Context: an optimization exercise on an open-source flow, tuned for small area, a short achievable clock period and few clock cycles per item. The choices shown serve that exercise and are no tape-out recipe. At most, simulation tests tie the RTL to the original design; equivalence was not proved. Power figures rest on the tool's default switching activity, not on a simulated workload.

// muldiv_seq
module muldiv_seq
#(
    parameter int unsigned XLEN       = 32,
    parameter int unsigned MUL_STAGES = 2
) (
    input  logic            clk,
    input  logic            rst_n,
    input  logic            req_valid,
    output logic            req_ready,
    input  logic [XLEN-1:0] a,
    input  logic [XLEN-1:0] b,
    input  logic [2:0]      funct3,
    input  logic            flush,
    output logic            resp_valid,
    input  logic            resp_ready,
    output logic [XLEN-1:0] res,
    output logic            busy
);
    logic        busy_q, rv_q;
    logic        p_mul_q, p_m9_q, p_nega_q, p_cmp0_q, p_cmp_q, p_div_q, p_fix_q, p_done_q;
    logic        p_mul_d, p_m9_d, p_nega_d, p_cmp0_d, p_cmp_d, p_div_d, p_fix_d, p_done_d;
    logic        one0_q, two0_q, inv0_q, one1_q, two1_q, inv1_q, xinv_q;
    logic        one0_d, two0_d, inv0_d, one1_d, two1_d, inv1_d, xinv_d;
    logic        xhi_q, xhi4_q, xdiv_q, xlo_q;
    logic        xhi_d, xhi4_d, xdiv_d, xlo_d;
    logic [4:0]  cnt_q, cnt_d;
    logic        selhi_q, selhi_d;    
    logic        isrem_q, isrem_d;    
    logic        negq_q, negq_d;      
    logic        negr_q, negr_d;      
    logic        x9_q, x9_d;          
    logic [32:0] A_q, A_d;            
    logic [33:0] HI_q, HI_d;          
    logic [31:0] LO_q, LO_d;
    assign req_ready  = !busy_q && !flush;
    assign busy       = busy_q;
    assign resp_valid = rv_q;
    assign res        = selhi_q ? HI_q[31:0] : LO_q;
    logic [36:0] X, A37, A37x2, PP0, PP1, PP1s, S, C, Cs, sum;
    logic        sgn;
    logic        s0, s1, s2, s3;
    always_comb begin
        X = ({37{xhi_q}}  & {{3{HI_q[33]}}, HI_q})
          | ({37{xhi4_q}} & {7'd0, HI_q[33:4]})
          | ({37{xdiv_q}} & {{2{HI_q[33]}}, HI_q, LO_q[31]})
          | ({37{xlo_q}}  & {5'd0, LO_q});
        X = X ^ {37{xinv_q}};
        A37   = {{4{A_q[32]}}, A_q};
        A37x2 = {A37[35:0], 1'b0};
        PP0 = (({37{one0_q}} & A37) | ({37{two0_q}} & A37x2)) ^ {37{inv0_q}};
        PP1 = (({37{one1_q}} & A37) | ({37{two1_q}} & A37x2)) ^ {37{inv1_q}};
        s0 = inv0_q;
        s1 = inv1_q;
        s2 = inv1_q | xinv_q;
        s3 = inv1_q;
        PP1s = {PP1[34:0], s1, s0};
        S  = X ^ PP0 ^ PP1s;
  ...
clock: 10.5 ns
lec_check: 0
cap_margin: 20
core_margin: 2
core_utilization: 35
cts_buf_list: sky130_fd_sc_hd__clkbuf_8
setup_slack_margin: 5
slew_margin: 20
standard.sh (not shown) runs the stock make flow with config.mk's settings and CLKGATE_MAP_FILE= SYNTH_SCRIPT=/design/flow/synth_recipe.tcl, a recipe that flattens the netlist after the stock synthesis.
==> flow/flow/run.sh <==
#!/bin/bash
# The standard ORFS layout (the standard.sh) with two changes in how the
# layout is made: ports are buffered with sky130_fd_sc_hd__buf_1, and timing repair aims
# 5.8 ns below the clock period. The 10.5 ns clock, I/O delays and loads in
# constraint.sdc are unchanged.
set -euo pipefail
sed -e 's/SETUP_SLACK_MARGIN=[0-9.]*/SETUP_SLACK_MARGIN=5.8/' \
    -e 's/"\${@:-finish}"/BUFFER_PORTS_ARGS="-buffer_cell sky130_fd_sc_hd__buf_1" "\${@:-finish}"/' \
    standard.sh > standard_mod.sh
bash standard_mod.sh > flow_make.log 2>&1
==> next run, changes <==
--- a/flow/design.v
+++ b/flow/design.v
@@ -158,13 +158,13 @@
             p_nega_d = is_div & sdiv & a_neg;
             p_cmp0_d = is_div & ~(sdiv & a_neg);
             p_cmp_d  = 1'b0;
             p_div_d  = 1'b0;
             p_fix_d  = 1'b0;
             p_done_d = 1'b0;
-            xhi_d    = is_div;      
+            xhi_d    = 1'b1;
             xhi4_d   = 1'b0;
             xdiv_d   = 1'b0;
             xlo_d    = 1'b0;
             xinv_d   = is_div & sdiv & a_neg;
             one0_d   = is_div ? ~(sdiv & a_neg) : bi0[2];
             two0_d   = ~is_div & bi0[1];
@@ -215,13 +215,13 @@
         hs_mul  = busy_q & p_mul_q;
         hs_sum  = busy_q & (p_m9_q | p_nega_q | p_div_q | p_fix_q);
         hs_cmp  = busy_q & p_cmp_q;
         hs_hold = busy_q & ~(p_mul_q | p_m9_q | p_nega_q | p_div_q | p_fix_q | p_cmp_q);
         ls_div  = busy_q & p_div_q;
         ls_hold = busy_q & ~(p_mul_q | p_cmp_q | p_div_q);
-        hi_load = {{2{sdiv & a_neg}}, a};
+        hi_load = is_div ? {{2{sdiv & a_neg}}, a} : 34'd0;
         lo_load = is_div ? 32'd0 : a;
         A_d  = busy_q ? A_q : {((funct3 == muldiv_pkg::F3_MULH) || sdiv) && b_neg, b};
         HI_d = ({34{hs_mul}}  & {sum[36], sum[36:4]})
              | ({34{hs_sum}}  & sum[33:0])
              | ({34{hs_cmp}}  & {4'd0, HI_q[33:4]})
              | ({34{hs_hold}} & HI_q)
=> Routed wire length went down by 5.2%; combinational power went down by 14%; count of clock-buffer cells in the layout is higher by 2; worst setup slack improved by 45 ps; synthesized cell count shrinks by 4.0%; final cell count goes down by 1.9%; total power went down by 11%; global-route usage falls by 0.84 points; final area falls by 5.0%; first-iteration DRC count goes down by 22%; via count decreases by 3.0%.
Testbench counts after the change, summed over its fixed seeds: cycles 25,495, ops 2,400.
Function not checked in the first run of this note: the RTL went through the layout flow alone.

* * *

muldiv_seq, a different RTL version from the one above (not shown whole).
Size in the first run: roughly 1100 cells after synthesis, about 130 flip-flops, about 110 I/O pins, roughly 10000 µm² of cells after synthesis.
==> module md_adder, before the edit <==
module md_adder
#(
    parameter int unsigned N = 37
) (
    input  logic [N-1:0] x,
    input  logic [N-1:0] y,
    input  logic         ci,
    output logic [N-1:0] s
);
    localparam int unsigned L = $clog2(N);
    logic [N-1:0] g0, p0, c;
    logic [N-1:0] G [0:2*L-1];
    logic [N-1:0] P [0:2*L-1];
    always_comb begin
        g0    = x & y;
        p0    = x ^ y;
        g0[0] = (x[0] & y[0]) | (ci & p0[0]);
        G[0]  = g0;
        P[0]  = p0;
        for (int l = 0; l < L; l++) begin
            G[l+1] = G[l];
            P[l+1] = P[l];
            for (int i = 0; i < N; i++) begin
                if (((i + 1) % (2 ** (l + 1))) == 0 && i >= 2 ** l) begin
                    G[l+1][i] = G[l][i] | (P[l][i] & G[l][i-2**l]);
                    P[l+1][i] = P[l][i] & P[l][i-2**l];
                end
            end
        end
        for (int l = L - 1; l >= 1; l--) begin
            G[2*L-l] = G[2*L-l-1];
            P[2*L-l] = P[2*L-l-1];
            for (int i = 0; i < N; i++) begin
                if (((i + 1) % (2 ** l)) == (2 ** (l - 1)) && i >= 2 ** l) begin
                    G[2*L-l][i] = G[2*L-l-1][i] | (P[2*L-l-1][i] & G[2*L-l-1][i-2**(l-1)]);
                    P[2*L-l][i] = P[2*L-l-1][i] & P[2*L-l-1][i-2**(l-1)];
                end
            end
        end
        c = G[2*L-1];
        s = p0 ^ {c[N-2:0], ci};
    end
endmodule
Settings: LEC_CHECK=0, CAP_MARGIN=20, CORE_MARGIN=2, CORE_UTILIZATION=35, CTS_BUF_LIST=sky130_fd_sc_hd__clkbuf_8, SETUP_SLACK_MARGIN=5, SLEW_MARGIN=20; clock period 10.5 ns.
==> flow/flow/run.sh <==
#!/bin/bash
# The standard ORFS layout (the standard.sh) with two changes in how the
# layout is made: ports are buffered with sky130_fd_sc_hd__buf_1, and timing repair aims
# 6 ns below the clock period. The 10.5 ns clock, I/O delays and loads in
# constraint.sdc are unchanged.
set -euo pipefail
sed -e 's/SETUP_SLACK_MARGIN=[0-9.]*/SETUP_SLACK_MARGIN=6/' \
    -e 's/"\${@:-finish}"/BUFFER_PORTS_ARGS="-buffer_cell sky130_fd_sc_hd__buf_1" "\${@:-finish}"/' \
    standard.sh > standard_mod.sh
bash standard_mod.sh > flow_make.log 2>&1
Then changed:
--- a/flow/design.v
+++ b/flow/design.v
@@ -16,9 +16,10 @@
     input  logic [N-1:0] y,
     input  logic         ci,
     output logic [N-1:0] s
 );
-    localparam int unsigned L = $clog2(N);
+    localparam int unsigned L = (N > 32) ? 6 : (N > 16) ? 5 : (N > 8) ? 4 :
+                                (N > 4) ? 3 : (N > 2) ? 2 : 1;
     logic [N-1:0] g0, p0, c;
     logic [N-1:0] G [0:2*L-1];
     logic [N-1:0] P [0:2*L-1];
     always_comb begin
Effect:
- count of clock-buffer cells in the layout is unchanged
- power stays the same
- combinational power stays flat
- design area stays the same
- wire length does not change
- sequential share of layout area does not change
- synthesized cell count is unchanged
- setup slack does not change
Testbench counts after the change, summed over its fixed seeds: cycles 25,495, ops 2,400.
Function not checked in the first run of this note: the RTL went through the layout flow alone.

==> separate check: timing with driven ports <==
The flow's constraints put no driver on any port. The routed layouts listed below were extracted and timed again, unchanged, in two steps. Step 1 assumes that a clkbuf_16 drives the clock port and a buf_2 every other input. Step 2 moves the port delays by t, midway between the first and last clock arrival at a register: inputs arrive t later, outputs are due t later. That takes back most of the time a late clock gives input paths. Three values: ideal ports, drivers, drivers and shift; two values: the first two.
run	shift t [ns]	setup slack, ns	worst hold slack (ns)	worst setup path at the end	clock arrival spread, ns
the first run of note 1	0.505	5.916 / 5.916 / 5.916	0.506 / 0.506 / 0.506	register to register	0.016 / 0.016
the second run of note 1	0.510	5.961 / 5.940 / 5.940	0.493 / 0.493 / 0.493	input to output	0.015 / 0.015
the first run of note 2	0.508	6.030 / 5.995 / 5.995	0.485 / 0.485 / 0.485	input to output	0.015 / 0.015
the second run of note 2	0.508	6.030 / 5.995 / 5.995	0.485 / 0.485 / 0.485	input to output	0.015 / 0.015
After both steps every run listed still meets setup and hold.
